This design comes from an exercise in tuning for small area and a short achievable clock period on the open sky130 flow, not from production work. Where RTL was checked, it was by simulation tests only, not by an equivalence proof against the original. No functional check of the RTL was part of runs 6 and 7.

==> design.v <==
`default_nettype none
package fp32_fmt_pkg;
  localparam int block_size_lp = 32;
  localparam int fp_width_lp = 32;
  localparam int exp_width_lp = 8;
  localparam int frac_width_lp = 23;
  typedef union packed {
    logic [fp_width_lp-1:0] raw;
    struct packed {
      logic                     sign;
      logic [exp_width_lp-1:0]  exp;
      logic [frac_width_lp-1:0] frac;
    } fields;
  } fp32_word_u;
endpackage
`default_nettype wire
`default_nettype none
package bfp_code_pkg;
  localparam int mag_width_lp = 5;
  localparam int code_width_lp = mag_width_lp + 1;
  localparam int shift_width_lp = $clog2(mag_width_lp + 1);
  localparam int latency_lp = 1;
  localparam int group_size_lp = 8;
  localparam int group_num_lp  = 32 / group_size_lp;
endpackage
`default_nettype wire
`timescale 1ns/10ps
`default_nettype none
import fp32_fmt_pkg::*;
import bfp_code_pkg::*;
module bfp_exp_decode
(
  input  logic [group_size_lp-1:0][fp_width_lp-1:0]   word_i,
  output logic [exp_width_lp-1:0]                     max_exp_o,
  output logic [group_size_lp-1:0]                    sign_o,
  output logic [group_size_lp-1:0][mag_width_lp-1:0]  mag_o
);
  function automatic logic exp_ge(input logic [7:0] a, input logic [7:0] b);
    logic ge;
    ge = 1'b1;
    for (int k = 0; k < 8; k++) begin
      ge = (a[k] & ~b[k]) | (~(~a[k] & b[k]) & ge);
    end
    exp_ge = ge;
  endfunction
  function automatic logic [7:0] exp_max(input logic [7:0] a, input logic [7:0] b);
    exp_max = exp_ge(a, b) ? a : b;
  endfunction
  function automatic logic [3:0] exp_dist(
    input logic [7:0] mx,
    input logic [4:0] mx_hi_m1,
    input logic [7:0] e
  );
    logic [2:0] t;
    logic       b0, b1, b2, hi_ok;
    t[0]  = mx[0] ^ e[0];
    b0    = ~mx[0] & e[0];
    t[1]  = mx[1] ^ e[1] ^ b0;
    b1    = (~mx[1] & e[1]) | (~(mx[1] ^ e[1]) & b0);
    t[2]  = mx[2] ^ e[2] ^ b1;
    b2    = (~mx[2] & e[2]) | (~(mx[2] ^ e[2]) & b1);
    hi_ok = b2 ? (e[7:3] == mx_hi_m1) : (e[7:3] == mx[7:3]);
    exp_dist = {hi_ok & (~t[2] | ~(t[1] | t[0])), t};
  endfunction
  logic [2*group_size_lp-1:1][exp_width_lp-1:0] node;
  logic [4:0] hi_m1;
  for (genvar i = 0; i < group_size_lp; i++) begin : g_leaf
    assign node[group_size_lp + i] = word_i[i][30:23];
  end
  for (genvar k = 1; k < group_size_lp; k++) begin : g_node
    assign node[k] = exp_max(node[2*k], node[2*k+1]);
  end
  assign max_exp_o = node[1];
  assign hi_m1     = node[1][7:3] - 1'b1;
  for (genvar i = 0; i < group_size_lp; i++) begin : g_elem
    logic [3:0] dst;
    assign dst      = exp_dist(node[1], hi_m1, word_i[i][30:23]);
    assign sign_o[i] = word_i[i][31];
    bfp_align_execute u_shift (
      .mag_i   ({1'b1, word_i[i][22:19]}),
      .live_i  (dst[3] & |word_i[i][30:23]),
      .shamt_i (dst[2:0]),
      .mag_o   (mag_o[i])
    );
  end
endmodule
`default_nettype wire
`timescale 1ns/10ps
`default_nettype none
import fp32_fmt_pkg::*;
import bfp_code_pkg::*;
module bfp_align_execute
(
  input  logic [mag_width_lp-1:0]   mag_i,
  input  logic                      live_i,
  input  logic [2:0]                shamt_i,
  output logic [mag_width_lp-1:0]   mag_o
);
  assign mag_o = live_i ? (mag_i >> shamt_i) : '0;
endmodule
`default_nettype wire
`timescale 1ns/10ps
`default_nettype none
import fp32_fmt_pkg::*;
import bfp_code_pkg::*;
module bfp_code_result
(
  input  logic [group_num_lp-1:0][exp_width_lp-1:0]  grp_exp_i,
  input  logic [block_size_lp-1:0][mag_width_lp-1:0] grp_mag_i,
  output logic [exp_width_lp-1:0]                    shared_exp_o,
  output logic [block_size_lp-1:0][mag_width_lp-1:0] mag_o
);
  function automatic logic exp_ge(input logic [7:0] a, input logic [7:0] b);
    logic ge;
    ge = 1'b1;
    for (int k = 0; k < 8; k++) begin
      ge = (a[k] & ~b[k]) | (~(~a[k] & b[k]) & ge);
    end
    exp_ge = ge;
  endfunction
  function automatic logic [7:0] exp_max(input logic [7:0] a, input logic [7:0] b);
    exp_max = exp_ge(a, b) ? a : b;
  endfunction
  function automatic logic [3:0] exp_dist(
    input logic [7:0] mx,
    input logic [4:0] mx_hi_m1,
    input logic [7:0] e
  );
    logic [2:0] t;
    logic       b0, b1, b2, hi_ok;
    t[0]  = mx[0] ^ e[0];
    b0    = ~mx[0] & e[0];
    t[1]  = mx[1] ^ e[1] ^ b0;
    b1    = (~mx[1] & e[1]) | (~(mx[1] ^ e[1]) & b0);
    t[2]  = mx[2] ^ e[2] ^ b1;
    b2    = (~mx[2] & e[2]) | (~(mx[2] ^ e[2]) & b1);
    hi_ok = b2 ? (e[7:3] == mx_hi_m1) : (e[7:3] == mx[7:3]);
    exp_dist = {hi_ok & (~t[2] | ~(t[1] | t[0])), t};
  endfunction
  logic [2*group_num_lp-1:1][exp_width_lp-1:0] node;
  logic [4:0] hi_m1;
  for (genvar g = 0; g < group_num_lp; g++) begin : g_leaf
    assign node[group_num_lp + g] = grp_exp_i[g];
  end
  for (genvar k = 1; k < group_num_lp; k++) begin : g_node
    assign node[k] = exp_max(node[2*k], node[2*k+1]);
  end
  assign shared_exp_o = node[1];
  assign hi_m1        = node[1][7:3] - 1'b1;
  for (genvar g = 0; g < group_num_lp; g++) begin : g_grp
    logic [3:0] dst;
    assign dst = exp_dist(node[1], hi_m1, grp_exp_i[g]);
    for (genvar j = 0; j < group_size_lp; j++) begin : g_elem
      bfp_align_execute u_shift (
        .mag_i   (grp_mag_i[g*group_size_lp + j]),
        .live_i  (dst[3]),
        .shamt_i (dst[2:0]),
        .mag_o   (mag_o[g*group_size_lp + j])
      );
    end
  end
endmodule
`default_nettype wire
`timescale 1ns/10ps
`default_nettype none
import fp32_fmt_pkg::*;
import bfp_code_pkg::*;
module bfp_quant_top
(
  input  logic                     clk,
  input  logic                     reset_i,
  input  logic                     in_valid_i,
  input  logic [block_size_lp*fp_width_lp-1:0]   block_i,
  output logic                                   out_valid_o,
  output logic [exp_width_lp-1:0]                shared_exp_o,
  output logic [block_size_lp*code_width_lp-1:0] codes_o
);
  logic [group_num_lp-1:0][exp_width_lp-1:0]  grp_exp_n, grp_exp_r;
  logic [block_size_lp-1:0][mag_width_lp-1:0] grp_mag_n, grp_mag_r;
  logic [block_size_lp-1:0]                   sign_n, sign_r;
  logic [block_size_lp-1:0][mag_width_lp-1:0] mag;
  for (genvar g = 0; g < group_num_lp; g++) begin : g_grp
    bfp_exp_decode u_group (
      .word_i    (block_i[g*group_size_lp*fp_width_lp +: group_size_lp*fp_width_lp]),
      .max_exp_o (grp_exp_n[g]),
      .sign_o    (sign_n[g*group_size_lp +: group_size_lp]),
      .mag_o     (grp_mag_n[g*group_size_lp +: group_size_lp])
    );
  end
  always_ff @(posedge clk) begin
    if (reset_i) begin
      out_valid_o <= 1'b0;
      grp_exp_r   <= '0;
      grp_mag_r   <= '0;
      sign_r      <= '0;
    end else begin
      out_valid_o <= in_valid_i;
      if (in_valid_i) begin
        grp_exp_r <= grp_exp_n;
        grp_mag_r <= grp_mag_n;
        sign_r    <= sign_n;
      end
    end
  end
  bfp_code_result u_merge (
    .grp_exp_i    (grp_exp_r),
    .grp_mag_i    (grp_mag_r),
    .shared_exp_o (shared_exp_o),
    .mag_o        (mag)
  );
  for (genvar i = 0; i < block_size_lp; i++) begin : g_word
    assign codes_o[i*code_width_lp +: code_width_lp] = {sign_r[i], mag[i]};
  end
endmodule
`default_nettype wire
==> run.sh <==
#!/bin/bash
# synth_recipe.tcl (not shown) runs the flow's synth.tcl, then flattens the netlist and writes it again
# the make line also repeats each setting of config.mk as NAME=value (left out here)
make -C /OpenROAD-flow-scripts/flow DESIGN_CONFIG=/design/flow/config.mk WORK_HOME=/design/flow/orfs CLKGATE_MAP_FILE= SYNTH_SCRIPT=/design/flow/synth_recipe.tcl finish
==> config.mk <==
export PLATFORM = sky130hd
export DESIGN_NAME = bfp_quant_top
export DESIGN_NICKNAME = bfp_quant_top
export VERILOG_FILES = /design/flow/design.v
export SDC_FILE = /design/flow/constraint.sdc
export NUM_CORES = 4
export LEC_CHECK = 0
export CAP_MARGIN = 20
export CORE_MARGIN = 2
export CORE_UTILIZATION = 40
export SLEW_MARGIN = 20
==> constraint.sdc <==
create_clock -name core_clock -period 10.0 [get_ports {clk}]
set_input_delay 2.0000 -clock core_clock [delete_from_list [all_inputs] [get_ports {clk}]]
set_output_delay 2.0000 -clock core_clock [all_outputs]
set_load 0.01 [all_outputs]
==> reports/results.txt, run 1 <==
Netlist cell types = 119
Std-Cell Rows = 100
Outcome = stopped before the end
Ys async rst share = 0
Starting density of the core = 0.4049
Top FF cell, synth = dfxtp_1
Ranking of synthesized cells by area = dfxtp_1 15%, mux2i_1 8.9%, nand2_1 6.0%, fa_1 4.8%, xnor2_1 4.7%
Ys Warns = 3
Syn nets = 5250
Post-synth EDFFs = 0
Die Y = 279.0 µm
Last stage = 3_2_place_iop
Post-Syn Area = 30240 µm²
Yosys top cell by area = dfxtp_1
Synthesized area per cell = 7.359 µm²
Synth Instances = 4110
Error = [ERROR PPL-0024] Number of IO pins (1228) exceeds maximum number of available positions (1004). Increase the die perimeter from 1115.88um to 1670.08um.
Die width = 279.0 µm
FF+latch count, synth = 225
Yosys top cell area share = 0.1489
Register area share after synthesis = 0.1489
==> cells in the mapped netlist, drive strengths merged (86+ instances only) <==
cell,instances
nand2,482
o21ai,308
nor2,278
mux2i,276
a21oi,275
dfxtp,225
inv,211
clkbuf,191
xnor2,162
nor3,160
mux2,92
nand2b,86
==> cells by family after synthesis <==
family                   Yosys count  share of synthesized area
AO/OA/AOI/OAI                   1277                     0.2948
XOR/XNOR                         214                    0.06495
adder cells (fa/ha/maj)          151                    0.07757
buffers and inverters            442                    0.05734
flip-flops                       225                     0.1489
multiplexers                     368                     0.1268
AND/OR/NAND/NOR                 1433                     0.2296
==> inputs of run 2 (changes only) <==
--- a/config.mk
+++ b/config.mk
@@ -8,4 +8,5 @@
 export CAP_MARGIN = 20
 export CORE_MARGIN = 2
 export CORE_UTILIZATION = 40
+export SETUP_SLACK_MARGIN = 4
 export SLEW_MARGIN = 20
==> run 2 against run 1 <==
Effect of this change:
- the flow again stops in 3_2_place_iop
- area after synthesis unchanged
- synthesized cell count unchanged
==> reports/results.txt, run 2 <==
Netlist cell types = 119 (unchanged)
Starting density of the core = 0.4049 (unchanged)
Error = [ERROR PPL-0024] Number of IO pins (1228) exceeds maximum number of available positions (1004). Increase the die perimeter from 1115.88um to 1670.08um.
Syn nets = 5250 (unchanged)
Yosys top cell by area = dfxtp_1
Ys Warns = 3 (unchanged)
Outcome = stopped before the end
Synth Instances = 4110 (unchanged)
Most frequent cell after synthesis = nand2_1
Register area share after synthesis = 0.1489 (unchanged)
Commonest cells post-synth = 480 x nand2_1, 275 x nor2_1, 274 x o21ai_0
Yosys top cell area share = 0.1489 (unchanged)
Post-Syn Area = 30240 µm² (unchanged)
Die Y = 279.0 µm (unchanged)
Ranking of synthesized cells by area = dfxtp_1 15%, mux2i_1 8.9%, nand2_1 6.0%, fa_1 4.8%, xnor2_1 4.7%
Synthesized area per cell = 7.359 µm² (unchanged)
Post-synth EDFFs = 0 (unchanged)
Die width = 279.0 µm (unchanged)
Top FF cell, synth = dfxtp_1
Last stage = 3_2_place_iop
Std-Cell Rows = 100 (unchanged)
Ys async rst share = 0 (unchanged)
FF+latch count, synth = 225 (unchanged)
[run 2: cell counts after synthesis]
No cell type changed its count.
[run 2: cells by family after synthesis]
kind of cell | synth area share
muxes | 0.1268
DFF | 0.1489
adders and majority gates | 0.07757
and+or+nand+nor | 0.2296
AOI/OAI and AO/OA | 0.2948
xor gates and xnor gates | 0.06495
buffers and inverters | 0.05734
==> inputs of run 3 (changes only) <==
--- a/config.mk
+++ b/config.mk
@@ -6,7 +6,7 @@
 export NUM_CORES = 4
 export LEC_CHECK = 0
 export CAP_MARGIN = 20
-export CORE_MARGIN = 2
-export CORE_UTILIZATION = 40
+export CORE_AREA = 5 5 445 445
+export DIE_AREA = 0 0 450 450
 export SETUP_SLACK_MARGIN = 4
 export SLEW_MARGIN = 20
==> run 3 against run 2 <==
Effect of this change:
- the run now finishes clean
- synthesized cell count did not move
- area after synthesis did not move
==> reports/results.txt, run 3 <==
Commonest cells post-synth = 480 x nand2_1, 275 x nor2_1, 274 x o21ai_0
Non-filler cells in the finished layout = 7649
Synthesized area per cell = 7.359 µm² (unchanged)
Most frequent cell after synthesis = nand2_1
CTS tree = yes
Yosys top cell by area = dfxtp_1
Worst rel slew slack = 0.2854
1st-pass router iterations = 6
Syn nets = 5250 (unchanged)
FF+latch count, synth = 225 (unchanged)
Clk sink count = 225
Htree depth = 2
Synthesis-to-finish area growth = 69.18%
GP Congestion = 0.9488
Core footprint = 192600 µm²
CP required = 8000 ps
Number of buffers created by CTS = 35
Top reg by flops = grp_mag_r
Tmin final = 9297 ps
Yosys top cell area share = 0.1489 (unchanged)
# IOs = 1228
Final HPWL DP = 143300 µm
Worst skew pair latency = 590 ps
Final WL = 182400 µm
Via count = 37470
Post-Syn Area = 30240 µm² (unchanged)
Max Freq = 0.1076 GHz
Synth Instances = 4110 (unchanged)
Ranking of synthesized cells by area = dfxtp_1 15%, mux2i_1 8.9%, nand2_1 6.0%, fa_1 4.8%, xnor2_1 4.7%
Outcome = no timing/DRC/antenna violations
Netlist cell types = 119 (unchanged)
Met3 wire length = 15950 µm
Max Slew Vio Count = 0
Clock Path Buffers = 3
Final worst slack = 702.9 ps
Setup Total Neg Slack = 0 ps
WL/cell = 23.84 µm
Antenna violations before repair = 89
Setup crit end kind = primary output
Remaining routing DRC violations = 0
Fin. Hold Viols = 0
Vias in the first global route = 34080
Largest net degree at the start of global routing = 89
Worst-path fanout max = 6
Std-Cell Rows = 161 (+61%)
Share of cells above drive strength 1 = 0.3590
Clk slew on worst S/H paths = 60 ps
Routed met2 length = 81780 µm
Final setup viols = 0
Ys Warns = 3 (unchanged)
Number of max-cap violations = 0
Die width = 450 µm (+61%)
Nets = 6187
CTS root buf = clkbuf_16
Hold Path Class = reg2reg
Register area share after synthesis = 0.1489 (unchanged)
Biggest regs = grp_mag_r (160), grp_exp_r (32), sign_r (32)
Hold Worst Slack = 454.4 ps
Slew @ Worst Pin = 1072 ps
Most frequent cells in the layout = 440 x nand2_1, 367 x buf_4, 249 x nor2_1
Top FF cell, synth = dfxtp_1
Setup repair after global routing missed its margin = true
DR top layer = met5
Critical Path Source Type = flop
First-pass GRT wire length = 245900 µm
Placed inst area = 42730 µm²
Initial DRC count = 3303
Worst slack, placed = 222.9 ps
Layout Utilization = 0.2657
Placed Cells = 7114
Ys async rst share = 0 (unchanged)
Kind of critical path = reg2out
Post-synth EDFFs = 0 (unchanged)
IO buf count = 619
Most common cell after layout, fill and taps aside = nand2_1
Starting density of the core = 0.1570 (-0.2478)
Die ar. = 202500 µm²
GRT Total Usage = 0.1627
Crit share post-route = 0.9297
WP data arrival = 7300 ps
Grt ovf = 0
Final instance area = 51170 µm²
M1 wire length = 71460 µm
Mean number of vias per cell = 4.899
Post-route ant nets = 0
Die Y = 450 µm (+61%)
Max reg flops = 160
Clock Skew = 0 ps
==> run 3: path summary, 6_finish.rpt <==
kind / start / to / slack (ps) / depth (start not counted)
hold / removal: grp_mag_r[25] / grp_mag_r[25] / 450 / 2
hold reg to reg: grp_mag_r[25] / grp_mag_r[25] / 450 / 2
setup / recovery: grp_exp_r[16] / codes_o[145] / 700 / 27
setup reg to reg: grp_mag_r[36] / grp_mag_r[36] / 9090 / 3
==> run 3: critical path, stage by stage (launching register included) <==
cell,delay (ps)
dfxtp_4,350
nand2b_4,130
maj3_2,280
maj3_2,290
maj3_2,320
a221oi_4,250
o2bb2ai_2,90
maj3_2,390
mux2_4,340
a222oi_1,450
o311ai_2,190
nand3_1,170
a21oi_4,80
mux2i_2,240
bufinv_8,240
buf_4,140
ha_4,150
fa_2,340
fa_2,430
buf_4,170
nand2_1,90
xnor2_2,140
o2111ai_4,140
buf_6,160
or3_4,430
buf_12,160
a2111oi_4,310
buf_12,180
==> run 3: cell type report <==
type / instances / area [µm²]
fill: 20420 / 141400
inverter: 212 / 839.6
antenna: 50 / 125.1
multi-input combinational: 3451 / 30520
clock buffer: 37 / 893.4
clock inverter: 26 / 320.3
timing repair buffer: 1122 / 10800
tap: 2526 / 3161
sequential: 225 / 4512
==> run 3: routing by layer <==
layer  vias up  track usage
met3       456      0.04582
met2      1602       0.2584
met1     18120       0.1972
li1      17240            -
met5         -            0
met4        54      0.09273
==> run 3: kinds of logic (layout without fill, tap and decap cells) <==
family / Yosys count / in the layout / share of synthesized area
flops: 225 / 225 / 0.1489
fa+ha+maj: 151 / 152 / 0.07757
compound gates: 1277 / 1278 / 0.2948
buf+inv: 442 / 1397 / 0.05734
mux: 368 / 368 / 0.1268
xor+xnor: 214 / 214 / 0.06495
other cells: 0 / 50 / 0
simple gates: 1433 / 1439 / 0.2296
==> run 3: repair_timing <==
item                       in CTS  in global routing
setup endpoints to repair     355                355
gates resized for setup       506               1401
setup buffers                  56                354
cloned                          8                  4
pin swaps                      41                410
hold buffers                    0                  0
==> inputs of run 4 (changes only) <==
--- a/config.mk
+++ b/config.mk
@@ -8,5 +8,4 @@
 export CAP_MARGIN = 20
 export CORE_AREA = 5 5 445 445
 export DIE_AREA = 0 0 450 450
-export SETUP_SLACK_MARGIN = 4
 export SLEW_MARGIN = 20
==> run 4 against run 3 <==
Effect of this change:
- wire length decreased by 3.4%
- largest cell class unchanged
- sequential cell count stayed put
- critical endpoint is now codes_o[13]
- hold slack better by 6.6 ps
==> reports/results.txt, run 4 <==
Outcome = no timing/DRC/antenna violations
Final WL = 176200 µm (-3.4%)
Most frequent cells in the layout = 542 x clkdlybuf4s50_1, 480 x nand2_1, 274 x nor2_1, 274 x o21ai_0, 267 x mux2i_1
Max reg flops = 160 (unchanged)
GRT Total Usage = 0.1646 (+0.001952)
Netlist cell types = 119 (unchanged)
1st-pass router iterations = 7 (+1)
CTS root buf = clkbuf_16
Fillers = 21320 (+4.4%)
CP bufs+invs = 4 (-2)
Ranking of synthesized cells by area = dfxtp_1 15%, mux2i_1 8.9%, nand2_1 6.0%, fa_1 4.8%, xnor2_1 4.7%
Worst rel slew slack = 0.3122 (+0.02682)
Kind of critical path = reg2out
Post-route ant nets = 0 (unchanged)
GR met3 Demand/Resource = 0.04392 (-0.001896)
Most common cell after layout, fill and taps aside = clkdlybuf4s50_1
Die Y = 450 µm (unchanged)
Antenna violations before repair = 51 (-43%)
WP data arrival = 7880 ps (+580 ps)
Worst skew pair latency = 560 ps (-30 ps)
Initial DRC count = 3457 (+4.7%)
Slew @ Worst Pin = 1028 ps (-43.49 ps)
Met1 global-route usage = 0.2016 (+0.004366)
Register Area = 4506 µm² (-0.14%)
Hold_buf cts = 0 (unchanged)
Nets = 5894 (-4.7%)
Clock Path Buffers = 3 (unchanged)
Tmin final = 9882 ps (+585.2 ps)
Std-Cell Rows = 161 (unchanged)
Fin. Hold Viols = 0 (unchanged)
Starting density of the core = 0.1570 (unchanged)
Syn nets = 5250 (unchanged)
Max Slew Vio Count = 0 (unchanged)
# IOs = 1228 (unchanged)
Grt ovf = 0 (unchanged)
Largest net degree at the start of global routing = 79 (-11%)
GP Congestion = 0.9571 (+0.87%)
Most Frequent Cell on Critical Path = maj3_2
Synthesis-to-finish area growth = 38.85%
Final HPWL DP = 148400 µm (+3.5%)
Share of cells above drive strength 1 = 0.1188 (-0.2401)
Top delay family on crit path = adder cells
Synth Instances = 4110 (unchanged)
CP max stage delay = 530 ps (+80 ps)
Yosys top cell by area = dfxtp_1
Final instance area = 41990 µm² (-18%)
Remaining routing DRC violations = 0 (unchanged)
Simple-gate portion of the synthesized area = 0.2296 (unchanged)
Biggest regs = grp_mag_r (160), grp_exp_r (32), sign_r (32)
Vias in the first global route = 34060 (-0.056%)
Worst-path fanout max = 40 (+34)
Die ar. = 202500 µm² (unchanged)
IO buf count = 619 (unchanged)
Final setup viols = 0 (unchanged)
Top FF cell, synth = dfxtp_1
Met2 global-route usage = 0.2701 (+0.01178)
CTS tree = yes
Max Freq = 0.1012 GHz (-5.9%)
Die width = 450 µm (unchanged)
Commonest cells post-synth = 480 x nand2_1, 275 x nor2_1, 274 x o21ai_0
Yosys top cell area share = 0.1489 (unchanged)
XOR/XNOR share of the synthesized area = 0.06495 (unchanged)
Critical Path Source Type = flop
Multi-input gate area = 24230 µm² (-21%)
Mean number of vias per cell = 4.859 (-0.81%)
Via count = 35620 (-4.9%)
Most frequent cell after synthesis = nand2_1
Adder-Cell Fraction of Synth Area = 0.07757 (unchanged)
Crit share post-route = 0.9882 (+0.05852)
Slowest stage cell, crit path = clkdlybuf4s50_1
Ys async rst share = 0 (unchanged)
Clock Skew = 0 ps (unchanged)
CP required = 8000 ps (about the same)
Number of buffers created by CTS = 34 (-2.9%)
Post-synth EDFFs = 0 (unchanged)
Non-filler cells in the finished layout = 7331 (-4.2%)
Ys Warns = 3 (unchanged)
Synthesized area per cell = 7.359 µm² (unchanged)
Mux cell area share after synthesis = 0.1268 (unchanged)
FF+latch count, synth = 225 (unchanged)
WL/cell = 24.04 µm (+0.81%)
Main combinational cell family by area after synthesis = compound AO/OA/AOI/OAI gates
Synth Area in Compound Gates = 0.2948 (unchanged)
Top reg by flops = grp_mag_r
Clk slew on worst S/H paths = 60 ps (about the same)
Placed Cells = 7238 (+1.7%)
Post-Syn Area = 30240 µm² (unchanged)
Register area share after synthesis = 0.1489 (unchanged)
Clk sink count = 225 (unchanged)
Setup crit end kind = primary output
Core footprint = 192600 µm² (unchanged)
GRT busiest layer = met2
Hold Path Class = reg2reg
Htree depth = 2 (unchanged)
Number of max-cap violations = 0 (unchanged)
First-pass GRT wire length = 248500 µm (+1.1%)
Placed inst area = 40540 µm² (-5.1%)
Setup repair after global routing missed its margin = true
[run 4: layout make-up]
cell class	instances	share of cell area
Clock buffer	42	0.02267
Tap cell	2526	0.07526
Antenna cell	25	0.001490
Timing Repair Buffer	837	0.1927
Clock inverter	20	0.004559
Multi-Input combinational cell	3444	0.5771
Inverter	212	0.01895
Sequential cell	225	0.1073
[run 4: final timing paths]
kind | from | to | slack [ps] | cells after the start
max | grp_exp_r[16] | codes_o[13] | 120 | 26
min | grp_mag_r[70] | grp_mag_r[70] | 460 | 2
max reg2reg | grp_exp_r[11] | grp_exp_r[11] | 9140 | 2
min reg2reg | grp_mag_r[70] | grp_mag_r[70] | 460 | 2
[run 4: kinds of logic (layout without fill, tap and decap cells)]
group | Yosys count | count (layout)
xor+xnor | 214 | 214
flops | 225 | 225
buf+inv | 442 | 1111
mux | 368 | 368
compound gates | 1277 | 1277
other cells | 0 | 25
fa+ha+maj | 151 | 152
simple gates | 1433 | 1433
[run 4: repair_timing]
item / in CTS / in global routing
gates resized for setup: 23 / 46
setup buffers: 3 / 2
cloned: 1 / 0
endpoints found under the hold margin: 0 / 0
pin swaps: 4 / 2
endpoints found under the setup margin: 143 / 119
[run 4: tightest hold or removal path, stage by stage, from the launching register on]
cell and delay [ps]:
dfxtp_1 330, nand2_1 50, o21ai_0 50
[run 4: per-stage QoR]
stage / TNS (ps) / hold slack, ps / utilization / worst slack (ps)
finish: 0 / 461.0 / 0.2181 / 117.8
CTS: 0 / 460.4 / 0.2170 / 17.77
global placement: 0 / 446.6 / 0.2105 / 48.78
floorplan: 0 / 420.2 / - / 1080
detailed placement: 0 / 447.1 / 0.2105 / 61.08
global route: -724.7 / 478.6 / 0.2178 / -114.3
[run 4: routing by layer]
metal  share of wire  wire (µm)  vias to the layer above
met3           0.082      14370                      248
met4           0.052       9227                       36
met2            0.46      80560                     1405
met1            0.41      71830                    17320
met5          0.0013        228                        -
li1                -          -                    16610
==> inputs of run 5 (changes only) <==
--- a/config.mk
+++ b/config.mk
@@ -6,6 +6,7 @@
 export NUM_CORES = 4
 export LEC_CHECK = 0
 export CAP_MARGIN = 20
-export CORE_AREA = 5 5 445 445
-export DIE_AREA = 0 0 450 450
+export CORE_AREA = 5 5 415 415
+export DIE_AREA = 0 0 420 420
+export SETUP_SLACK_MARGIN = 2
 export SLEW_MARGIN = 20
==> run 5 against run 4 <==
Effect of this change:
- first-iteration DRC count is 10% higher
- sequential share of layout area shrank 1.0 points
- hold slack got worse by 4.5 ps
- area after synthesis is the same
==> reports/results.txt, run 5 <==
Outcome = no timing/DRC/antenna violations
Simple-gate portion of the synthesized area = 0.2296 (unchanged)
Die ar. = 176400 µm² (-13%)
FF+latch count, synth = 225 (unchanged)
Post-synth EDFFs = 0 (unchanged)
Htree depth = 1 (-1)
Yosys top cell by area = dfxtp_1
Max Slew Vio Count = 0 (unchanged)
CTS root buf = clkbuf_16
Final WL = 172100 µm (-2.3%)
Crit share post-route = 0.9145 (-0.07369)
Worst rel slew slack = 0.2728 (-0.03941)
Clk sink count = 225 (unchanged)
Setup crit end kind = primary output
Multi-input gate area = 28260 µm² (+17%)
# IOs = 1228 (unchanged)
Share of cells above drive strength 1 = 0.2751 (+0.1563)
CTS tree = yes
Die Y = 420 µm (-6.7%)
Max Freq = 0.1093 GHz (+8.1%)
Biggest regs = grp_mag_r (160), grp_exp_r (32), sign_r (32)
Tmin final = 9145 ps (-736.9 ps)
Fin. Hold Viols = 0 (unchanged)
Register area share after synthesis = 0.1489 (unchanged)
1st-pass router iterations = 8 (+1)
Mean number of vias per cell = 5.195 (+6.9%)
Slowest stage cell, crit path = fa_2
Clock Skew = 0 ps (unchanged)
Via count = 37040 (+4.0%)
Mux cell area share after synthesis = 0.1268 (unchanged)
Synth Instances = 4110 (unchanged)
Ranking of synthesized cells by area = dfxtp_1 15%, mux2i_1 8.9%, nand2_1 6.0%, fa_1 4.8%, xnor2_1 4.7%
IO buf count = 619 (unchanged)
Core footprint = 167200 µm² (-13%)
Most frequent cell after synthesis = nand2_1
Synthesized area per cell = 7.359 µm² (unchanged)
Final setup viols = 0 (unchanged)
Worst skew pair latency = 600 ps (+40 ps)
Fillers = 17850 (-16%)
Number of buffers created by CTS = 31 (-8.8%)
Antenna violations before repair = 43 (-16%)
Max reg flops = 160 (unchanged)
Number of max-cap violations = 0 (unchanged)
Top FF cell, synth = dfxtp_1
Nets = 6036 (+2.4%)
Netlist cell types = 119 (unchanged)
Remaining routing DRC violations = 0 (unchanged)
Vias in the first global route = 34290 (+0.70%)
GRT Total Usage = 0.1788 (+0.01411)
Ys async rst share = 0 (unchanged)
Kind of critical path = reg2out
WP data arrival = 7150 ps (-730 ps)
WL/cell = 24.14 µm (+0.41%)
Post-route ant nets = 0 (unchanged)
Hold Worst Slack = 456.5 ps (-4.462 ps)
Main combinational cell family by area after synthesis = compound AO/OA/AOI/OAI gates
Yosys top cell area share = 0.1489 (unchanged)
Clk slew on worst S/H paths = 60 ps (about the same)
CP required = 8000 ps (about the same)
Initial DRC count = 3809 (+10%)
First-pass GRT wire length = 238300 µm (-4.1%)
Largest net degree at the start of global routing = 78 (-1.3%)
Final HPWL DP = 135200 µm (-8.9%)
Synth Area in Compound Gates = 0.2948 (unchanged)
CP max stage delay = 430 ps (-100 ps)
Hold Path Class = reg2reg
Starting density of the core = 0.1809 (+0.02381)
Register Area = 4516 µm² (+0.22%)
Post-Syn Area = 30240 µm² (unchanged)
Grt ovf = 0 (unchanged)
Critical Path Source Type = flop
Setup repair after global routing missed its margin = true
Slew @ Worst Pin = 1087 ps (+58.37 ps)
Setup Total Neg Slack = 0 ps (unchanged)
XOR/XNOR share of the synthesized area = 0.06495 (unchanged)
Top reg by flops = grp_mag_r
Most frequent cells in the layout = 462 x nand2_1, 327 x buf_4, 255 x nor2_1
Syn nets = 5250 (unchanged)
Std-Cell Rows = 150 (-6.8%)
GP Congestion = 0.9572 (about the same)
Commonest cells post-synth = 480 x nand2_1, 275 x nor2_1, 274 x o21ai_0
Synthesis-to-finish area growth = 54.10%
Adder-Cell Fraction of Synth Area = 0.07757 (unchanged)
Ys Warns = 3 (unchanged)
Most common cell after layout, fill and taps aside = nand2_1
Worst-path fanout max = 7 (-83%)
Clock Path Buffers = 3 (unchanged)
Die width = 420 µm (-6.7%)
==> run 5: cell counts after synthesis <==
No cell type changed its count.
==> run 5: final cells by class <==
class,instances,area share
sequential,225,0.09689
clock buffer,43,0.01890
timing repair buffer,971,0.1950
clock inverter,12,0.005772
multi-input combinational,3455,0.6064
inverter,212,0.01745
antenna,8,0.0004296
tap,2204,0.05917
==> run 5: stage by stage <==
| step | utilization | worst slack, ps | instance area [µm²] | cells |
|---|---|---|---|---|
| after global routing | 0.2787 | 598.8 | 46600 | 7130 |
| after CTS | 0.2581 | 771.2 | 43160 | 6973 |
| after detailed placement | 0.2448 | 120.6 | 40940 | 6847 |
| after global placement | 0.2448 | 178.8 | 40940 | 6847 |
| after floorplan | - | 1807 | 31900 | 4110 |
| final | 0.2787 | 854.7 | 46600 | 7130 |
==> run 5: path summary, 6_finish.rpt <==
kind	startpoint	endpoint	slack (ps)	cells after the start
max	grp_exp_r[16]	codes_o[55]	850	29
min	grp_mag_r[0]	grp_mag_r[0]	460	2
max reg2reg	grp_exp_r[4]	grp_exp_r[4]	9110	2
min reg2reg	grp_mag_r[0]	grp_mag_r[0]	460	2
==> run 5: cells by family (layout without fill, tap and decap cells) <==
group | after synthesis | in the layout
mux | 368 | 368
other cells | 0 | 8
xor+xnor | 214 | 214
compound gates | 1277 | 1280
buf+inv | 442 | 1238
fa+ha+maj | 151 | 152
flops | 225 | 225
simple gates | 1433 | 1441
==> run 5: routing by layer <==
layer	up-vias	global-route usage	routed length, µm
li1	16880	-	-
met1	18010	0.2238	67860
met2	1767	0.3099	83780
met3	372	0.02029	11360
met4	12	0.07594	9023
met5	-	0	63
==> run 5: worst max-delay path: cells and delay by family (launching register included) <==
family | cells | cell delay [ps]
AND/OR/NAND/NOR | 4 | 600
buffers and inverters | 7 | 1140
multiplexers | 2 | 620
adder cells (fa/ha/maj) | 7 | 2230
AO/OA/AOI/OAI | 9 | 1590
flip-flops | 1 | 350
==> run 5: timing repair <==
action,CTS,global route
pin swaps,81,164
resized for setup,679,935
endpoints found under the setup margin,320,320
cloned,11,6
hold buffers,0,0
buffers inserted,60,142
==> inputs of run 6 (changes only) <==
==> design.v (replaced) <==
`default_nettype none
package fp32_fmt_pkg;
  localparam int block_size_lp = 32;
  localparam int fp_width_lp = 32;
  localparam int exp_width_lp = 8;
  localparam int frac_width_lp = 23;
  typedef union packed {
    logic [fp_width_lp-1:0] raw;
    struct packed {
      logic                     sign;
      logic [exp_width_lp-1:0]  exp;
      logic [frac_width_lp-1:0] frac;
    } fields;
  } fp32_word_u;
endpackage
`default_nettype wire
`default_nettype none
package bfp_code_pkg;
  localparam int mag_width_lp = 5;
  localparam int code_width_lp = mag_width_lp + 1;
  localparam int shift_width_lp = $clog2(mag_width_lp + 1);
  localparam int latency_lp = 1;
endpackage
`default_nettype wire
`timescale 1ns/10ps
`default_nettype none
import fp32_fmt_pkg::*;
import bfp_code_pkg::*;
module bfp_exp_decode
(
  input  logic [block_size_lp-1:0][exp_width_lp-1:0]  exp_i,
  output logic [exp_width_lp-1:0]                     max_exp_o
);
  always_comb begin
    max_exp_o = '0;
    for (int i = 0; i < block_size_lp; i++) begin
      if (exp_i[i] > max_exp_o) max_exp_o = exp_i[i];
    end
  end
endmodule
`default_nettype wire
`timescale 1ns/10ps
`default_nettype none
import fp32_fmt_pkg::*;
import bfp_code_pkg::*;
module bfp_align_execute
(
  input  logic [exp_width_lp-1:0]   exp_i,
  input  logic [mag_width_lp-2:0]   frac_i,
  input  logic [exp_width_lp-1:0]   max_exp_i,
  output logic [mag_width_lp-1:0]   mag_o
);
  logic [exp_width_lp-1:0] diff;
  always_comb begin
    diff = max_exp_i - exp_i;
    if (exp_i == '0 || diff >= exp_width_lp'(mag_width_lp)) begin
      mag_o = '0;
    end else begin
      mag_o = {1'b1, frac_i} >> diff[shift_width_lp-1:0];
    end
  end
endmodule
`default_nettype wire
`timescale 1ns/10ps
`default_nettype none
import fp32_fmt_pkg::*;
import bfp_code_pkg::*;
module bfp_code_result
(
  input  logic                     clk,
  input  logic                     reset_i,
  input  logic                     valid_i,
  input  logic [exp_width_lp-1:0]  shared_exp_i,
  input  logic [block_size_lp*code_width_lp-1:0]  codes_i,
  output logic                     out_valid_o,
  output logic [exp_width_lp-1:0]  shared_exp_o,
  output logic [block_size_lp*code_width_lp-1:0]  codes_o
);
  always_ff @(posedge clk) begin
    if (reset_i) begin
      out_valid_o  <= 1'b0;
      shared_exp_o <= '0;
      codes_o      <= '0;
    end else begin
      out_valid_o <= valid_i;
      if (valid_i) begin
        shared_exp_o <= shared_exp_i;
        codes_o      <= codes_i;
      end
    end
  end
endmodule
`default_nettype wire
`timescale 1ns/10ps
`default_nettype none
import fp32_fmt_pkg::*;
import bfp_code_pkg::*;
module bfp_quant_top
(
  input  logic                     clk,
  input  logic                     reset_i,
  input  logic                     in_valid_i,
  input  logic [block_size_lp*fp_width_lp-1:0]   block_i,
  output logic                                   out_valid_o,
  output logic [exp_width_lp-1:0]                shared_exp_o,
  output logic [block_size_lp*code_width_lp-1:0] codes_o
);
  logic [block_size_lp-1:0][exp_width_lp-1:0]   exps;
  logic [exp_width_lp-1:0]                      max_exp;
  logic [block_size_lp*code_width_lp-1:0]       codes;
  for (genvar i = 0; i < block_size_lp; i++) begin : g_word
    logic [mag_width_lp-1:0] mag;
    assign exps[i] = block_i[fp_width_lp*i + frac_width_lp +: exp_width_lp];
    bfp_align_execute u_align (
      .exp_i     (exps[i]),
      .frac_i    (block_i[fp_width_lp*i + frac_width_lp - mag_width_lp + 1 +: mag_width_lp - 1]),
      .max_exp_i (max_exp),
      .mag_o     (mag)
    );
    assign codes[code_width_lp*i +: code_width_lp] = {block_i[fp_width_lp*i + fp_width_lp - 1], mag};
  end
  bfp_exp_decode u_decode (
    .exp_i     (exps),
    .max_exp_o (max_exp)
  );
  bfp_code_result u_result (
    .clk          (clk),
    .reset_i      (reset_i),
    .valid_i      (in_valid_i),
    .shared_exp_i (max_exp),
    .codes_i      (codes),
    .out_valid_o  (out_valid_o),
    .shared_exp_o (shared_exp_o),
    .codes_o      (codes_o)
  );
endmodule
`default_nettype wire
--- a/config.mk
+++ b/config.mk
@@ -6,7 +6,6 @@
 export NUM_CORES = 4
 export LEC_CHECK = 0
 export CAP_MARGIN = 20
-export CORE_AREA = 5 5 415 415
-export DIE_AREA = 0 0 420 420
-export SETUP_SLACK_MARGIN = 2
+export CORE_AREA = 5 5 445 445
+export DIE_AREA = 0 0 450 450
 export SLEW_MARGIN = 20
==> run 6 against run 5 <==
Effect of this change:
- now fails the layout checks on setup timing
- global-route usage is 1.2 points lower
- sequential share of layout area shrank 2.6 points
- critical path depth increased by 293
- highest routed layer unchanged
==> reports/results.txt, run 6 <==
Outcome = complete, but fails checks
SO Viols = setup timing
Top reg by flops = u_result.codes_o
Worst reg2reg setup slack = 9270 ps (+160 ps)
Synth Instances = 3934 (-4.3%)
Commonest cells post-synth = 483 x inv_1, 417 x ha_1, 308 x a21oi_1
Ys async rst share = 0 (unchanged)
GRT busiest layer = met2
Ys Warns = 3 (unchanged)
Hold Path Depth = 2 (unchanged)
Grt ovf = 0 (unchanged)
Core footprint = 192600 µm² (+15%)
Critical Path Source Type = input port
Yosys top cell area share = 0.1744 (+0.02551)
Ranking of synthesized cells by area = ha_1 17%, dfxtp_1 13%, inv_1 6.1%, xnor2_1 5.4%, a21oi_1 5.2%
Final setup viols = 168 (+168)
Netlist cell types = 106 (-11%)
Slowest stage cell, crit path = or4b_4
Tmin final = 55900 ps (+46760 ps)
Hold_sp = u_result.codes_o[67]
Fin. Hold Viols = 0 (unchanged)
Final worst slack = -45900 ps (-46760 ps)
Top FF cell, synth = dfxtp_1
Post-synth EDFFs = 0 (unchanged)
CTS root buf = clkbuf_16
Antenna violations before repair = 45 (+4.7%)
Clock Skew = 0 ps (unchanged)
Vias in the first global route = 39740 (+16%)
Post-Syn Area = 29910 µm² (-1.1%)
Clk slew on worst S/H paths = 60 ps (about the same)
Htree depth = 1 (unchanged)
Final WL = 181300 µm (+5.3%)
Die ar. = 202500 µm² (+15%)
Via count = 38900 (+5.0%)
CP startpoint = block_i[24]
GR met3 Demand/Resource = 0.03744 (+0.01716)
WL/cell = 20.80 µm (-14%)
Worst-path fanout max = 8 (+1)
Max reg flops = 192 (+20%)
Die Y = 450 µm (+7.1%)
IO buf count = 619 (unchanged)
Fillers = 20270 (+14%)
First-pass GRT wire length = 256700 µm (+7.7%)
Most Frequent Cell on Critical Path = buf_4
Clk sink count = 201 (-11%)
Final HPWL DP = 150200 µm (+11%)
Biggest regs = u_result.codes_o (192), u_result.shared_exp_o (8), u_result.out_valid_o (1)
Syn nets = 5410 (+3.0%)
Hold Path Class = reg2reg
Worst rel slew slack = 0.3363 (+0.06345)
1st-pass router iterations = 5 (-3)
GP Congestion = 0.9395 (-1.8%)
Final instance area = 56880 µm² (+22%)
# IOs = 1228 (unchanged)
WP data arrival = 56440 ps (+49290 ps)
Nets = 7620 (+26%)
Largest net degree at the start of global routing = 81 (+3.8%)
Worst R2R Path Depth = 2 (unchanged)
Most frequent cells in the layout = 1574 x buf_4, 602 x clkdlybuf4s50_1, 431 x inv_1
Slew @ Worst Pin = 995.6 ps (-91.16 ps)
Worst reg2reg startpoint = u_result.codes_o[191]
Share of cells above drive strength 1 = 0.3966 (+0.1215)
Synthesized area per cell = 7.603 µm² (+3.3%)
Met1 global-route usage = 0.1862 (-0.03752)
Most frequent cell after synthesis = inv_1
Kind of critical path = in2reg
Met2 global-route usage = 0.2894 (-0.02057)
Die width = 450 µm (+7.1%)
Starting density of the core = 0.1553 (-0.02555)
Max Slew Vio Count = 0 (unchanged)
Crit share post-route = 5.590 (+4.676)
Post-route ant nets = 0 (unchanged)
CTS tree = yes
Setup crit end kind = flop
FF+latch count, synth = 201 (-11%)
Worst R2R End = u_result.codes_o[191]
Remaining routing DRC violations = 0 (unchanged)
Hold Worst Slack = 443.4 ps (-13.12 ps)
Worst skew pair latency = 630 ps (+30 ps)
Clock Path Buffers = 3 (unchanged)
Setup crit end = u_result.codes_o[106]
CP max stage delay = 490 ps (+60 ps)
Max Freq = 0.01789 GHz (-84%)
Initial DRC count = 2107 (-45%)
Mean number of vias per cell = 4.463 (-14%)
Yosys top cell by area = ha_1
Layout Utilization = 0.2953 (+0.01664)
CP required = 10540 ps (+2540 ps)
Number of max-cap violations = 0 (unchanged)
GRT Total Usage = 0.1671 (-0.01164)
Synthesis-to-finish area growth = 90.16%
Placed inst area = 50180 µm² (+23%)
Register area share after synthesis = 0.1345 (-0.01440)
Number of buffers created by CTS = 29 (-6.5%)
Most common cell after layout, fill and taps aside = buf_4
Hold_buf cts = 0 (unchanged)
Setup repair after global routing missed its margin = true
Std-Cell Rows = 161 (+7.3%)
-- run 6: logic make-up (layout without fill, tap and decap cells) --
| kind of cell | count (synthesis) | after routing | share of synthesized area |
|---|---|---|---|
| adders and majority gates | 458 | 458 | 0.1989 |
| DFF | 201 | 201 | 0.1345 |
| xor gates and xnor gates | 260 | 260 | 0.07915 |
| muxes | 200 | 200 | 0.07015 |
| buffers and inverters | 581 | 2808 | 0.07396 |
| AOI/OAI and AO/OA | 1234 | 1236 | 0.2783 |
| other | 0 | 24 | 0 |
| and+or+nand+nor | 1000 | 1004 | 0.1650 |
-- run 6: cell type report --
class | count | area (µm²) | share of cell area
repair buffers | 2269 | 19070 | 0.3353
clock buffers | 32 | 757.0 | 0.01331
flip-flops and latches | 201 | 4024 | 0.07075
inverters | 485 | 1843 | 0.03240
well taps | 2526 | 3161 | 0.05557
multi-input cells | 3158 | 27660 | 0.4862
diodes | 24 | 60.06 | 0.001056
clock inverters | 22 | 307.8 | 0.005412
-- run 6: per-layer routing --
layer / part of all wire / vias to the layer above
met3: 0.060 / 354
met5: 0.00081 / -
li1: - / 18810
met4: 0.077 / 24
met2: 0.47 / 997
met1: 0.39 / 18720
-- run 6: worst min path at each step --
stage,to,slack [ps]
after global placement,u_result.codes_o[8],440
after global routing,u_result.codes_o[10],470
after floorplan,u_result.codes_o[106],470
after detailed placement,u_result.codes_o[92],440
after CTS,u_result.codes_o[67],450
final,u_result.codes_o[67],440
-- run 6: timing repair --
action,4_1_cts,5_1_grt
pin swaps,280,229
endpoints found under the hold margin,0,0
gates resized for setup,476,318
cloned,10,1
setup buffers,218,80
endpoints found under the setup margin,168,168
-- run 6: metrics by stage --
| stage | setup slack, ps | setup TNS [ps] | instances |
|---|---|---|---|
| 2_1_floorplan | -46960 | -7762760 | 3934 |
| 3_3_place_gp | -47540 | -7913320 | 8343 |
| 3_5_place_dp | -49240 | -8207570 | 8343 |
| 4_1_cts | -45030 | -7520150 | 8620 |
| 5_1_grt | -48480 | -8078290 | 8712 |
| 6_report | -45900 | -7639700 | 8717 |
-- run 6: worst max-delay path: cells and delay by family --
| kind | cells | cell delay (ps) |
|---|---|---|
| simple gates | 77 | 11020 |
| fa+ha+maj | 32 | 7810 |
| mux | 27 | 6890 |
| buf+inv | 64 | 7410 |
| xor+xnor | 2 | 200 |
| compound gates | 120 | 20960 |
==> inputs of run 7 (changes only) <==
--- a/design.v
+++ b/design.v
@@ -31,12 +31,42 @@
   input  logic [block_size_lp-1:0][exp_width_lp-1:0]  exp_i,
   output logic [exp_width_lp-1:0]                     max_exp_o
 );
-  always_comb begin
-    max_exp_o = '0;
-    for (int i = 0; i < block_size_lp; i++) begin
-      if (exp_i[i] > max_exp_o) max_exp_o = exp_i[i];
+  function automatic logic exp_ge(
+    input logic [exp_width_lp-1:0] a,
+    input logic [exp_width_lp-1:0] b
+  );
+    logic ge;
+    ge = 1'b1;
+    for (int k = 0; k < exp_width_lp; k++) begin
+      ge = (a[k] & ~b[k]) | (~(~a[k] & b[k]) & ge);
     end
+    exp_ge = ge;
+  endfunction
+  function automatic logic [exp_width_lp-1:0] exp_max(
+    input logic [exp_width_lp-1:0] a,
+    input logic [exp_width_lp-1:0] b
+  );
+    exp_max = exp_ge(a, b) ? a : b;
+  endfunction
+  logic [31:0][exp_width_lp-1:0] lvl0;
+  logic [15:0][exp_width_lp-1:0] lvl1;
+  logic [7:0][exp_width_lp-1:0]  lvl2;
+  logic [3:0][exp_width_lp-1:0]  lvl3;
+  logic [1:0][exp_width_lp-1:0]  lvl4;
+  assign lvl0 = exp_i;
+  for (genvar k = 0; k < 16; k++) begin : g_lvl1
+    assign lvl1[k] = exp_max(lvl0[2*k], lvl0[2*k+1]);
   end
+  for (genvar k = 0; k < 8; k++) begin : g_lvl2
+    assign lvl2[k] = exp_max(lvl1[2*k], lvl1[2*k+1]);
+  end
+  for (genvar k = 0; k < 4; k++) begin : g_lvl3
+    assign lvl3[k] = exp_max(lvl2[2*k], lvl2[2*k+1]);
+  end
+  for (genvar k = 0; k < 2; k++) begin : g_lvl4
+    assign lvl4[k] = exp_max(lvl3[2*k], lvl3[2*k+1]);
+  end
+  assign max_exp_o = exp_max(lvl4[0], lvl4[1]);
 endmodule
 `default_nettype wire
 `timescale 1ns/10ps
@@ -48,16 +78,22 @@
   input  logic [exp_width_lp-1:0]   exp_i,
   input  logic [mag_width_lp-2:0]   frac_i,
   input  logic [exp_width_lp-1:0]   max_exp_i,
+  input  logic [exp_width_lp-4:0]   max_hi_m1_i,
   output logic [mag_width_lp-1:0]   mag_o
 );
-  logic [exp_width_lp-1:0] diff;
+  logic [2:0] t;
+  logic       bw0, bw1, bw2;
+  logic       hi_ok, live;
   always_comb begin
-    diff = max_exp_i - exp_i;
-    if (exp_i == '0 || diff >= exp_width_lp'(mag_width_lp)) begin
-      mag_o = '0;
-    end else begin
-      mag_o = {1'b1, frac_i} >> diff[shift_width_lp-1:0];
-    end
+    t[0] = max_exp_i[0] ^ exp_i[0];
+    bw0  = ~max_exp_i[0] & exp_i[0];
+    t[1] = max_exp_i[1] ^ exp_i[1] ^ bw0;
+    bw1  = (~max_exp_i[1] & exp_i[1]) | (~(max_exp_i[1] ^ exp_i[1]) & bw0);
+    t[2] = max_exp_i[2] ^ exp_i[2] ^ bw1;
+    bw2  = (~max_exp_i[2] & exp_i[2]) | (~(max_exp_i[2] ^ exp_i[2]) & bw1);
+    hi_ok = bw2 ? (exp_i[7:3] == max_hi_m1_i) : (exp_i[7:3] == max_exp_i[7:3]);
+    live  = (|exp_i) & hi_ok & (~t[2] | ~(t[1] | t[0]));
+    mag_o = live ? ({1'b1, frac_i} >> t) : '0;
   end
 endmodule
 `default_nettype wire
@@ -108,6 +144,8 @@
   logic [block_size_lp-1:0][exp_width_lp-1:0]   exps;
   logic [exp_width_lp-1:0]                      max_exp;
   logic [block_size_lp*code_width_lp-1:0]       codes;
+  logic [exp_width_lp-4:0]                      max_hi_m1;
+  assign max_hi_m1 = max_exp[exp_width_lp-1:3] - 1'b1;
   for (genvar i = 0; i < block_size_lp; i++) begin : g_word
     logic [mag_width_lp-1:0] mag;
     assign exps[i] = block_i[fp_width_lp*i + frac_width_lp +: exp_width_lp];
@@ -115,6 +153,7 @@
       .exp_i     (exps[i]),
       .frac_i    (block_i[fp_width_lp*i + frac_width_lp - mag_width_lp + 1 +: mag_width_lp - 1]),
       .max_exp_i (max_exp),
+      .max_hi_m1_i (max_hi_m1),
       .mag_o     (mag)
     );
     assign codes[code_width_lp*i +: code_width_lp] = {block_i[fp_width_lp*i + fp_width_lp - 1], mag};
==> run 7 against run 6 <==
Effect of this change:
- sequential cell count is the same
- sequential share of layout area up 1.7 points
- first-iteration DRC count decreased by 8.9%
- the layout still fails its checks (setup timing)
==> reports/results.txt, run 7 <==
Antenna violations before repair = 61 (+36%)
Largest net degree at the start of global routing = 160 (+98%)
Main combinational cell family by area after synthesis = compound AO/OA/AOI/OAI gates
Std-Cell Rows = 161 (unchanged)
Non-filler cells in the finished layout = 7441 (-15%)
Setup Total Neg Slack = -53060 ps (+7586640 ps)
Post-Syn Area = 24390 µm² (-18%)
Biggest regs = u_result.codes_o (192), u_result.shared_exp_o (8), u_result.out_valid_o (1)
Yosys top cell by area = dfxtp_1
CP required = 10590 ps (+50 ps)
Share of cells above drive strength 1 = 0.3565 (-0.04017)
Outcome = complete, but fails checks
Ys async rst share = 0 (unchanged)
WL/cell = 21.83 µm (+5.0%)
Core footprint = 192600 µm² (unchanged)
Final worst slack = -560.2 ps (+45340 ps)
Hold Worst Slack = 450.2 ps (+6.797 ps)
CTS root buf = clkbuf_16
Worst skew pair latency = 650 ps (+20 ps)
Die Y = 450 µm (unchanged)
GRT Total Usage = 0.1491 (-0.01801)
Synth Area in Compound Gates = 0.2785 (about the same)
Vias in the first global route = 31770 (-20%)
Synthesized area per cell = 7.611 µm² (+0.11%)
Htree depth = 1 (unchanged)
Ranking of synthesized cells by area = dfxtp_1 16%, mux2i_1 8.0%, nand2_1 6.3%, fa_1 5.3%, xnor2_1 4.8%
Final WL = 162400 µm (-10%)
Ys Warns = 3 (unchanged)
Nets = 5988 (-21%)
Worst rel slew slack = 0.2849 (-0.05137)
Starting density of the core = 0.1267 (-0.02864)
Number of max-cap violations = 0 (unchanged)
Remaining routing DRC violations = 0 (unchanged)
CP max stage delay = 530 ps (+40 ps)
Top reg by flops = u_result.codes_o
# IOs = 1228 (unchanged)
Clock Path Buffers = 3 (unchanged)
Die width = 450 µm (unchanged)
Number of buffers created by CTS = 30 (+3.4%)
Critical Path Source Type = input port
Mux cell area share after synthesis = 0.1078 (+0.03766)
Simple-gate portion of the synthesized area = 0.2309 (+0.06583)
Most frequent cell after synthesis = nand2_1
Layout Utilization = 0.2381 (-0.05720)
Clock Skew = 0 ps (unchanged)
FF+latch count, synth = 201 (unchanged)
Most Frequent Cell on Critical Path = buf_4
Max Freq = 0.09470 GHz (+430%)
Synthesis-to-finish area growth = 87.99%
Crit share post-route = 1.056 (-4.534)
GP Congestion = 0.9341 (-0.57%)
Mean number of vias per cell = 4.312 (-3.4%)
Kind of critical path = in2reg
Register area share after synthesis = 0.1649 (+0.03042)
WP data arrival = 11150 ps (-45290 ps)
Yosys top cell area share = 0.1649 (-0.009492)
Slew @ Worst Pin = 1073 ps (+77.06 ps)
Most common cell after layout, fill and taps aside = buf_4
Most frequent cells in the layout = 1082 x buf_4, 561 x clkdlybuf4s50_1, 388 x nand2_1
Clk slew on worst S/H paths = 60 ps (about the same)
Max reg flops = 192 (unchanged)
Via count = 32090 (-18%)
1st-pass router iterations = 8 (+3)
XOR/XNOR share of the synthesized area = 0.07950 (+0.0003528)
Fillers = 20960 (+3.4%)
Grt ovf = 0 (unchanged)
IO buf count = 619 (unchanged)
CTS tree = yes
Fin. Hold Viols = 0 (unchanged)
Max Slew Vio Count = 0 (unchanged)
First-pass GRT wire length = 222100 µm (-13%)
Tmin final = 10560 ps (-45340 ps)
Die ar. = 202500 µm² (unchanged)
Slowest stage cell, crit path = clkdlybuf4s50_1
Commonest cells post-synth = 407 x nand2_1, 212 x nor2_1, 201 x dfxtp_1
Final HPWL DP = 134800 µm (-10%)
Netlist cell types = 115 (+8.5%)
Hold_buf cts = 0 (unchanged)
Post-route ant nets = 0 (unchanged)
Placed Cells = 7252 (-13%)
Top FF cell, synth = dfxtp_1
Adder-Cell Fraction of Synth Area = 0.08622 (-0.1127)
Setup repair after global routing missed its margin = true
Syn nets = 4329 (-20%)
Clk sink count = 201 (unchanged)
Post-synth EDFFs = 0 (unchanged)
Setup crit end kind = flop
Final setup viols = 160 (-4.8%)
SO Viols = setup timing
Hold Path Class = reg2reg
Initial DRC count = 1919 (-8.9%)
Synth Instances = 3205 (-19%)
Worst-path fanout max = 8 (unchanged)
-- run 7: cell types whose count changed in the layout (fill, tap and decap cells not counted), sizes merged, moves of 32 or more --
| cell | previous run | this run |
|---|---|---|
| a21o | 177 | 24 |
| a21oi | 312 | 184 |
| buf | 1664 | 1168 |
| clkdlybuf4s50 | 602 | 561 |
| fa | 32 | 64 |
| ha | 417 | 33 |
| inv | 489 | 160 |
| mux2i | 141 | 196 |
| nand2 | 286 | 407 |
| nand2b | 41 | 91 |
| nor3 | 70 | 38 |
| o21ai | 287 | 232 |
| o21bai | 62 | 6 |
| xnor2 | 196 | 135 |
-- run 7: stage by stage --
stage               setup WS (ps)  area, µm²
global placement            -1825      41520
global route               -891.6      45840
CTS                        -442.9      44070
finish                     -560.2      45860
detailed placement          -1914      41520
floorplan                  -942.2      24570
-- run 7: area by class of cell --
class | count | area, µm² | area share
clock buffer | 39 | 824.5 | 0.01798
timing repair buffer | 1783 | 15530 | 0.3387
antenna | 28 | 70.07 | 0.001528
inverter | 157 | 589.3 | 0.01285
tap | 2526 | 3161 | 0.06892
sequential | 201 | 4024 | 0.08774
clock inverter | 16 | 180.2 | 0.003929
multi-input combinational | 2691 | 21480 | 0.4683
-- run 7: logic make-up after synthesis --
family          Yosys count
compound gates          957
xor+xnor                201
fa+ha+maj               137
buf+inv                 313
flops                   201
mux                     252
simple gates           1144
-- run 7: worst max-delay path, delay by kind of cell --
kind / cells / cell delay [ps]
xor gates and xnor gates: 2 / 240
buffers and inverters: 13 / 2190
adders and majority gates: 5 / 1660
and+or+nand+nor: 6 / 560
muxes: 3 / 1050
AOI/OAI and AO/OA: 17 / 3440
-- run 7: worst paths after layout --
check	endpoint	from	slack, ps	cells after the start
setup / recovery	u_result.codes_o[34]	block_i[858]	-560	46
hold / removal	u_result.codes_o[49]	u_result.codes_o[49]	450	2
setup reg to reg	u_result.codes_o[90]	u_result.codes_o[90]	9260	2
hold reg to reg	u_result.codes_o[49]	u_result.codes_o[49]	450	2
-- run 7: routing by layer --
metal | GRT usage | share of wire | routed length (µm)
met5 | 0 | 0.0011 | 179
met4 | 0.07375 | 0.058 | 9369
met3 | 0.05141 | 0.086 | 13900
met2 | 0.2531 | 0.47 | 77010
met1 | 0.1661 | 0.38 | 61950
-- run 7: repair_timing --
action | in CTS | in global routing
resized for setup | 354 | 321
buffers inserted | 57 | 51
endpoints found under the hold margin | 0 | 0
gates cloned | 0 | 2
setup endpoints to repair | 160 | 160
pin swaps | 159 | 173

==> port drivers added, routing unchanged <==
In the flow no input, the clock included, has a driving cell. The finished layouts below were timed again as built, in two steps. Step 1, drivers: a clkbuf_16 drives clk and a buf_2 each remaining input, both assumed. Step 2 moves the port delays by t, midway between the first and last clock arrival at a register: inputs arrive t later, outputs are due t later. That takes back most of the time a late clock gives input paths. Three values: ideal, step 1, step 2; two values: the first two.
run	shift t [ns]	setup slack, ns	worst setup path at the end	clock arrival spread, ns	cell pins on the clock port's net
run 3	0.649	0.703 / 0.636 / 1.285	register to output	0.044 / 0.043	1
run 4	0.637	0.118 / 0.059 / -0.142	input to register	0.056 / 0.057	1
run 5	0.655	0.855 / 0.795 / 1.349	input to register	0.022 / 0.021	1
run 6	0.689	-45.900 / -45.910 / -46.599	input to register	0.038 / 0.038	1
run 7	0.712	-0.560 / -0.612 / -1.324	input to register	0.041 / 0.041	1
With both steps, setup timing fails in run 4, where it was met with ideal ports. The setup slack of run 7, which loses most, moves by -0.052 ns with the drivers and by -0.764 ns with both steps.
